Background: an optimization exercise with open tools, aiming at small area. Do not read the settings as production practice.
Function was checked by simulation only, so behaviour that the tests miss may differ from the original.

## flow/design.v (module list and top-level ports; edited modules follow where they fit)
// module raster_core: 1576 lines
// module rc_fa: 4 lines
// module rc_ha: 4 lines
module raster_core #(
  parameter int XW = 7,
  parameter int YW = 6,
  parameter int CW = 6,
  parameter int DW = 3
) (
  input  logic            clk,
  input  logic            rst_n,
  input  logic            frame_start_in,
  input  logic            px_valid_in,
  input  logic [XW-1:0]   px_x_in,
  input  logic [YW-1:0]   px_y_in,
  input  logic [CW-1:0]   bg_color_in,
  input  logic [2*CW-1:0] poly_color_in,
  input  logic [2*XW-1:0] v0_x_in,
  input  logic [2*XW-1:0] v1_x_in,
  input  logic [2*XW-1:0] v2_x_in,
  input  logic [2*YW-1:0] v0_y_in,
  input  logic [2*YW-1:0] v1_y_in,
  input  logic [2*YW-1:0] v2_y_in,
  input  logic [2*DW-1:0] poly_depth_in,
  input  logic            en_screen_in,
  input  logic [1:0]      poly_enable_in,
  output logic [CW-1:0]   color_out,
  output logic            color_valid_out
);
  // ...
==> flow/flow/run.sh <==
#!/bin/bash
# Standard layout, with these changes:
#  - synthesis places the design's rc_fa / rc_ha adder cells directly as library
#    full / half adders (flow/premap.tcl, run right after the design is read);
#  - synthesis keeps yosys's default Brent-Kung carry chains (SYNTH_OPERATIONS_ARGS
#    set, so the Kogge-Stone map is not added);
#  - every port still gets its buffer, a buf_1;
#  - clock tree options below.
set -euo pipefail
bash standard.sh SYNTH_CANONICALIZE_TCL="$PWD/flow/premap.tcl" \
  SYNTH_OPERATIONS_ARGS=-noshare \
  BUFFER_PORTS_ARGS="-buffer_cell sky130_fd_sc_hd__buf_1" \
  CTS_ARGS="-sink_clustering_enable -repair_clock_nets -buf_list sky130_fd_sc_hd__clkbuf_8 -dont_use_dummy_load" finish > standard.log 2>&1
==> flow/flow/fa_map.v <==
// Map the design's adder cells straight onto the library's adder cells.
module rc_fa (input a, b, c, output s, co);
  sky130_fd_sc_hd__fa_1 _TECHMAP_REPLACE_ (.A(a), .B(b), .CIN(c), .SUM(s), .COUT(co));
endmodule

module rc_ha (input a, b, output s, co);
  sky130_fd_sc_hd__ha_1 _TECHMAP_REPLACE_ (.A(a), .B(b), .SUM(s), .COUT(co));
endmodule
==> flow/flow/premap.tcl <==
# Run after the design is read: place the design's rc_fa / rc_ha adder cells
# as library full / half adders, so the rest of synthesis keeps them as they are.
techmap -map [file join [file dirname [info script]] fa_map.v] t:rc_fa t:rc_ha
==> flow/standard.sh <==
#!/bin/bash
# synth_recipe.tcl (not shown) runs the flow's synth.tcl, then flattens the netlist and writes it again
# the make line also repeats each setting of config.mk as NAME=value (left out here)
make -C /OpenROAD-flow-scripts/flow DESIGN_CONFIG=/design/flow/config.mk WORK_HOME=/design/flow/orfs CLKGATE_MAP_FILE= SYNTH_SCRIPT=/design/flow/synth_recipe.tcl "${@:-finish}"
==> flow/config.mk <==
export PLATFORM = sky130hd
export DESIGN_NAME = raster_core
export DESIGN_NICKNAME = raster_core
export VERILOG_FILES = /design/flow/design.v
export SDC_FILE = /design/flow/constraint.sdc
export NUM_CORES = 4
export LEC_CHECK = 0
export CAP_MARGIN = 20
export CORE_MARGIN = 2
export CORE_UTILIZATION = 60
export GPL_ROUTABILITY_DRIVEN = 0
export PLACE_DENSITY = 0.75
export SLEW_MARGIN = 20
==> flow/constraint.sdc <==
create_clock -name core_clock -period 8.0 [get_ports {clk}]
set_input_delay 1.6000 -clock core_clock [delete_from_list [all_inputs] [get_ports {clk}]]
set_output_delay 1.6000 -clock core_clock [all_outputs]
set_load 0.01 [all_outputs]
==> run summary, run 1 <==
status=finished clean; Post-CTS Setup Inserts=0; biggest regs=t0_a_q x14, t1_a_q x14, pcol_q x12; Post-synth EDFFs=107; CTS max path bufs=2; ANT nets after route=0; vias=12600; Critical Path Sink=hit_q[0]$_DFF_P_; worst setup margin=477 ps; Total Wirelength=45.3 mm; final cell count without fillers=2259; Fmax achieved=133 MHz; Area after DPL=0.0213 sq mm; Ports=129; xor and xnor fraction of the mapped netlist area=0.0151; diode count=1; Hold Slack=339 ps; clock-pin slew on the worst setup and hold paths=90 ps; stages on the worst setup path=24; critical path, cell by cell=and2_1 -> fa_1 -> fa_1 -> fa_1 -> fa_1 -> fa_1 -> fa_1 -> ha_1 -> o21a_1 -> o21ai_1 -> nand2b_1 -> and3_1 -> a221oi_1 -> fa_1 -> inv_1 -> ha_1 -> fa_1 -> ha_1 -> nor2_1 -> nor2_1 -> a221o_1 -> a311oi_2 -> xnor2_1 -> a211oi_2; CP top delay family=adder cells; NonClk Buf Share=0.0318; starting DRC count in detailed routing=827; Cell variety after synth=47; Worst setup EP type=flop; cell mode on critical path=fa_1; r2r setup slk=480 ps; synth warn=1; GRT met3 Usage=0.0453; share of the yosys chip area belonging to registers=0.232; Max Cap Viol=0; largest cells by area after synthesis=fa_1 (46%), edfxtp_1 (16%), ha_1 (6.7%); commonest cells after routing, fill and taps aside=fa_1 (468), nand2_1 (302), and2_1 (216); Rel. slew slack=0.513; final instance area=0.0216 sq mm; first-pass GRT wire length=76.0 mm; Initial Util=0.607; hold path start=s1_blank$_DFF_P_; clock buffer count from CTS=17; root buffer cell=clkbuf_8; Yosys top cell by area=fa_1; CTS tree=done
==> inputs of run 2 (changes only) <==
--- a/flow/config.mk
+++ b/flow/config.mk
@@ -9,5 +9,4 @@
 export CORE_MARGIN = 2
 export CORE_UTILIZATION = 60
-export GPL_ROUTABILITY_DRIVEN = 0
 export PLACE_DENSITY = 0.75
 export SLEW_MARGIN = 20
==> run 2 against run 1 <==
Effect of this change:
- maximum frequency shrank 0.29%
- cell count about the same
==> run summary, run 2 <==
status=finished clean (unchanged); setup tns final=0 ps (unchanged); synth warn=1 (unchanged); GRT Overall Usage=0.283 (was 0.280); Cell variety after synth=47 (unchanged); vias=12700 (was 12600); number of global-route vias before repair=14500 (was 14600); Post-CTS Hold Buffers=0 (unchanged); Synth top cells by count=fa_1 (468), nand2_1 (302), and2_1 (216) (unchanged); Synth Flop Type=edfxtp_1 (unchanged); critical setup path kind=reg -> reg (unchanged); core area=0.0334 sq mm (unchanged); WP data required=8320 ps (was 8330 ps); Mapped Cells=1680 (unchanged); asr flop ratio synth=0.0389 (unchanged); Final HPWL DP=38.5 mm (was 38.0 mm); clock skew=34.0 ps (was 54.2 ps); Initial Util=0.607 (unchanged); Avg Cell Area, Syn=12.1 sq um (unchanged); vias per cell=5.61 (was 5.59); FILL cells=2607 (was 2604); period utilisation layout=0.943 (was 0.940); Post-synth EDFFs=107 (unchanged); routed length on met2=21.9 mm (was 22.0 mm); Yosys top cell by area=fa_1 (unchanged); largest cells by area after synthesis=fa_1 (46%), edfxtp_1 (16%), ha_1 (6.7%) (unchanged); Total Nets Final=2511 (unchanged); biggest regs=t0_a_q x14, t1_a_q x14, pcol_q x12 (unchanged); diode count=0 (was 1); Area after DPL=0.0214 sq mm (was 0.0213 sq mm); CTS tree=done (unchanged); Rel. slew slack=0.549 (was 0.513); clock-pin slew on the worst setup and hold paths=80 ps (was 90 ps); Ports=129 (unchanged); share of the yosys chip area belonging to registers=0.232 (unchanged); routed wire length per instance=20.3 microns (was 20.1 microns); crit path max fanout=8 (unchanged); Total Wirelength=45.9 mm (was 45.3 mm); Worst setup SP type=flop (unchanged); worst setup margin=455 ps (was 477 ps); clock buffer count from CTS=17 (unchanged); root buffer cell=clkbuf_8 (unchanged); final instance area=0.0216 sq mm (about the same); arrival time at the worst endpoint=7870 ps (was 7850 ps); RSZ-0062 raised after global routing=false (unchanged); Die Ht=188 microns (unchanged); synthesized cell area=0.0203 sq mm (unchanged); ANT nets after route=0 (unchanged); commonest non-fill, non-tap cell in the layout=fa_1 (unchanged); worst slack at placement=465 ps (was 452 ps); Min-Delay Path Class=reg -> reg (unchanged); Worst setup EP type=flop (unchanged); endpoints failing setup=0 (unchanged); GP Congestion=0.918; final hold violations=0 (unchanged); routed length on met3=3.15 mm (was 3.17 mm); Fmax achieved=133 MHz (about the same); total gr overflow=0 (unchanged); clock latency (worst-skew pair)=480 ps (about the same); initial antenna violation count=0 (unchanged); Synth top area share=0.462 (unchanged); Sink Count=180 (unchanged); #FFs+latches synth=180 (unchanged); cts repair resizes=0 (unchanged); final cell count without fillers=2258 (was 2259); WL met1=19.5 mm (was 19.0 mm); top-count cell post-synth=fa_1 (unchanged); Slew @ Worst Pin=676 ps (was 731 ps); H-tree lvl count=4 (unchanged); largest net degree at the start of global routing=103 (was 66); Max Cap Viol=0 (unchanged); Post-CTS Setup Inserts=0 (unchanged); DIE AREA=0.0353 sq mm (unchanged); PortBufs=128 (unchanged); dpl cells=2241 (unchanged); min Tclk post-route=7550 ps (was 7520 ps); 1st-pass router iterations=5 (unchanged); first-pass GRT wire length=75.7 mm (was 76.0 mm); overall die width=188 microns (unchanged); layout cells sized above 1=0.0309 (unchanged); commonest cells after routing, fill and taps aside=fa_1 (468), nand2_1 (302), and2_1 (216) (unchanged); FP Rows=67 (unchanged); Top Layer Used=met4 (unchanged); starting DRC count in detailed routing=807 (was 827); final max-slew violation count=0 (unchanged); detailed-route DRC error count=0 (unchanged); synthesis-to-finish area growth=6.58% (was 6.53%); CTS max path bufs=2 (unchanged)
-- run 2: cell counts after synthesis --
Identical to the previous run, type by type.
-- run 2: metal layers --
| metal | up-vias | track usage |
|---|---|---|
| met5 | - | 0 |
| met4 | 0 | 0.0951 |
| met3 | 75 | 0.0451 |
| met2 | 560 | 0.463 |
| met1 | 6523 | 0.391 |
| li1 | 5516 | - |
-- run 2: kinds of logic after synthesis --
kind of cell    synth area share
simple gates               0.141
buf+inv                   0.0354
fa+ha+maj                  0.530
compound gates            0.0296
mux                       0.0167
xor+xnor                  0.0151
other cells             0.000185
flops                      0.232
-- run 2: worst max-delay path, cell delays in order, from the launching register on --
cell and delay (ps):
edfxtp_1 510, and2_1 200, fa_1 470, fa_1 530
fa_1 520, fa_1 440, fa_1 540, fa_1 430
ha_1 330, o21a_1 200, o21ai_1 120, nand2b_1 80
and3_1 180, a221oi_1 330, fa_1 540, inv_1 90
ha_1 240, fa_1 460, ha_1 320, nor2_1 100
nor2_1 70, a221o_1 300, a311oi_2 220, xnor2_1 160
a211oi_2 50
-- run 2: layout make-up --
type / instances / area (sq um) / share of cell area
inverter: 137 / 514 / 0.0238
clock buffer: 17 / 234 / 0.0108
timing repair buffer: 155 / 699 / 0.0324
tap: 448 / 561 / 0.0260
sequential: 180 / 4710 / 0.218
multi-input combinational: 1321 / 14900 / 0.689
-- run 2: worst paths after layout --
path / startpoint / to / slack [ps] / cells past startpoint
max: t0_dy0[4]$_DFFE_PP_ / hit_q[0]$_DFF_P_ / 450 / 24
min: s1_blank$_DFF_P_ / s2_blank$_DFF_P_ / 340 / 0
max reg2reg: t0_dy0[4]$_DFFE_PP_ / hit_q[0]$_DFF_P_ / 450 / 24
min reg2reg: s1_blank$_DFF_P_ / s2_blank$_DFF_P_ / 340 / 0
max in group asynchronous: rst_n / setup_q$_DFF_PN0_ / 6570 / 1
min in group asynchronous: rst_n / s2_valid$_DFF_PN0_ / 1060 / 1
-- run 2: per-stage QoR --
stage          hold slack, ps   util
2_1_floorplan             310      -
3_3_place_gp              317  0.640
3_5_place_dp              316  0.640
4_1_cts                   341  0.647
5_1_grt                   346  0.647
6_report                  340  0.647
==> inputs of run 3 (changes only) <==
--- a/flow/config.mk
+++ b/flow/config.mk
@@ -8,5 +8,5 @@
 export CAP_MARGIN = 20
 export CORE_MARGIN = 2
-export CORE_UTILIZATION = 60
-export PLACE_DENSITY = 0.75
+export CORE_UTILIZATION = 70
+export PLACE_DENSITY = 0.85
 export SLEW_MARGIN = 20
==> run 3 against run 2 <==
Effect of this change:
- routed wire length up 3.2%
- hold slack better by 11 ps
- cell area shrank 0.32%
- via count up 3.4%
- still clean
- global-route usage grew 5.6 points
==> run summary, run 3 <==
CTS tree=done (unchanged); Rel. slew slack=0.489 (was 0.549); vias=13100 (was 12700); overall die width=174 microns (was 188 microns); arrival time at the worst endpoint=7940 ps (was 7870 ps); Seq. cell area=0.00471 sq mm (unchanged); detailed-route DRC error count=0 (unchanged); Cell variety after synth=47 (unchanged); worst setup margin=442 ps (was 455 ps); endpoints failing setup=0 (unchanged); status=finished clean (unchanged); vias per cell=5.97 (was 5.61); FP Rows=62 (was 67); largest cells by area after synthesis=fa_1 (46%), edfxtp_1 (16%), ha_1 (6.7%) (unchanged); synthesis-to-finish area growth=6.23% (was 6.58%); Die Ht=174 microns (was 188 microns); Post-CTS Setup Inserts=0 (unchanged); GP Congestion=0.942 (was 0.918); Worst setup EP type=flop (unchanged); WP data required=8380 ps (was 8320 ps); starting DRC count in detailed routing=1146 (was 807); Total Wirelength=47.4 mm (was 45.9 mm); #FFs+latches synth=180 (unchanged); 1st-pass router iterations=7 (was 5); diode count=0 (unchanged); synth warn=1 (unchanged); H-tree lvl count=4 (unchanged); top-count cell post-synth=fa_1 (unchanged); Total Nets Final=2514 (was 2511); ANT nets after route=0 (unchanged); clock-pin slew on the worst setup and hold paths=80 ps (about the same); Final HPWL DP=39.2 mm (was 38.5 mm); Post-synth EDFFs=107 (unchanged); cts repair resizes=0 (unchanged); Multi-input gate area=0.0149 sq mm (unchanged); Sink Count=180 (unchanged); clock skew=44.4 ps (was 34.0 ps); final instance area=0.0215 sq mm (was 0.0216 sq mm); Fmax achieved=132 MHz (was 133 MHz); Synth top cells by count=fa_1 (468), nand2_1 (302), and2_1 (216) (unchanged); Post-CTS Hold Buffers=0 (unchanged); number of global-route vias before repair=14800 (was 14500); FILL cells=1721 (was 2607); PortBufs=128 (unchanged); Slew @ Worst Pin=766 ps (was 676 ps); min Tclk post-route=7560 ps (was 7550 ps); post-layout util=0.752 (was 0.647); Initial Util=0.708 (was 0.607); biggest regs=t0_a_q x14, t1_a_q x14, pcol_q x12 (unchanged); first-pass GRT wire length=77.0 mm (was 75.7 mm); Hold Slack=352 ps (was 340 ps); initial antenna violation count=0 (unchanged); final max-slew violation count=0 (unchanged); crit path max fanout=8 (unchanged); final hold violations=0 (unchanged); synthesized cell area=0.0203 sq mm (unchanged); Synth Flop Type=edfxtp_1 (unchanged); share of the yosys chip area belonging to registers=0.232 (unchanged); commonest cells after routing, fill and taps aside=fa_1 (468), nand2_1 (302), and2_1 (216) (unchanged); clock buffer count from CTS=17 (unchanged); Avg Cell Area, Syn=12.1 sq um (unchanged); core area=0.0286 sq mm (was 0.0334 sq mm); layout cells sized above 1=0.0325 (was 0.0309); Min-Delay Path Class=reg -> reg (unchanged); worst slack at placement=443 ps (was 465 ps); RSZ-0062 raised after global routing=false (unchanged); Max Cap Viol=0 (unchanged); total gr overflow=0 (unchanged); period utilisation layout=0.945 (was 0.943); Synth top area share=0.462 (unchanged); GRT Overall Usage=0.338 (was 0.283); setup tns final=0 ps (unchanged); Worst setup SP type=flop (unchanged); Yosys top cell by area=fa_1 (unchanged); DIE AREA=0.0303 sq mm (was 0.0353 sq mm); largest net degree at the start of global routing=65 (was 103); root buffer cell=clkbuf_8 (unchanged); Area after DPL=0.0213 sq mm (was 0.0214 sq mm); CTS max path bufs=2 (unchanged); routed wire length per instance=21.6 microns (was 20.3 microns); critical setup path kind=reg -> reg (unchanged); Mapped Cells=1680 (unchanged); Ports=129 (unchanged); asr flop ratio synth=0.0389 (unchanged); clock latency (worst-skew pair)=490 ps (was 480 ps); commonest non-fill, non-tap cell in the layout=fa_1 (unchanged)
[run 3: cell counts after synthesis]
No cell type changed its count.
[run 3: final cells by class]
class	instances	area share
clock buffer	17	0.0109
multi-input combinational	1321	0.691
inverter	137	0.0239
sequential	180	0.219
timing repair buffer	158	0.0330
tap	384	0.0223
[run 3: cells by family after synthesis]
family	count (synthesis)	synth area share
DFF	180	0.232
xor gates and xnor gates	35	0.0151
muxes	30	0.0167
other	1	0.000185
buffers and inverters	190	0.0354
AOI/OAI and AO/OA	87	0.0296
and+or+nand+nor	580	0.141
adders and majority gates	577	0.530
[run 3: path summary, 6_finish.rpt]
| kind | to | slack [ps] | cells after the start | from |
|---|---|---|---|---|
| max | hit_q[0]$_DFF_P_ | 440 | 24 | t0_dy0[5]$_DFFE_PP_ |
| min | s2_blank$_DFF_P_ | 350 | 0 | s1_blank$_DFF_P_ |
| max reg2reg | hit_q[0]$_DFF_P_ | 440 | 24 | t0_dy0[5]$_DFFE_PP_ |
| min reg2reg | s2_blank$_DFF_P_ | 350 | 0 | s1_blank$_DFF_P_ |
| max in group asynchronous | pen_q[1]$_DFFE_PN0P_ | 6600 | 1 | rst_n |
| min in group asynchronous | s1_valid$_DFF_PN0_ | 1020 | 1 | rst_n |
[run 3: layer usage]
layer / vias to the layer above / wire [microns] / track usage
met4: 0 / 1620 / 0.121
met3: 132 / 4400 / 0.0682
li1: 5528 / - / -
met2: 794 / 22900 / 0.549
met5: - / 0 / 0
met1: 6656 / 18400 / 0.464
[run 3: critical path, stage by stage (launching register included)]
cell	delay (ps)
edfxtp_1	490
and2_1	210
fa_1	500
fa_1	540
fa_1	470
fa_1	540
fa_1	440
fa_1	480
ha_1	340
o21a_1	200
o21ai_1	110
nand2b_1	80
and3_1	180
a221oi_1	330
fa_1	520
inv_1	90
ha_1	240
fa_1	460
ha_1	320
nor2_1	100
nor2_1	70
a221o_1	300
a311oi_2	220
xnor2_1	120
a211oi_2	150
[run 3: through the flow]
step / std cells
2_1_floorplan: 1691
3_3_place_gp: 2180
3_5_place_dp: 2180
4_1_cts: 2197
5_1_grt: 2197
6_report: 2197

-- re-timing with driven ports --
No port has a modelled driver above. Below, the same layouts with a new extraction and two added sets of constraints. Step 1: set_driving_cell puts a clkbuf_16 on clk and a buf_2 on each other input, an assumption about the parent block. Step 2 adds t to the input delays and takes it off the output delays; t is the mean of the earliest and latest rising clock arrival at the registers after step 1. Input paths then give back, and output paths get back, about the clock's delay inside the block. Slacks: ideal / step 1 / step 2; pairs: ideal / step 1.
| run | shift t [ns] | slack for setup (ns) | hold WS [ns] |
|---|---|---|---|
| run 1 | 0.503 | 0.477 / 0.477 / 0.477 | 0.339 / 0.339 / 0.339 |
| run 2 | 0.504 | 0.455 / 0.455 / 0.455 | 0.340 / 0.340 / 0.340 |
| run 3 | 0.518 | 0.442 / 0.442 / 0.442 | 0.352 / 0.352 / 0.352 |
After both steps setup and hold are still met in every run listed.
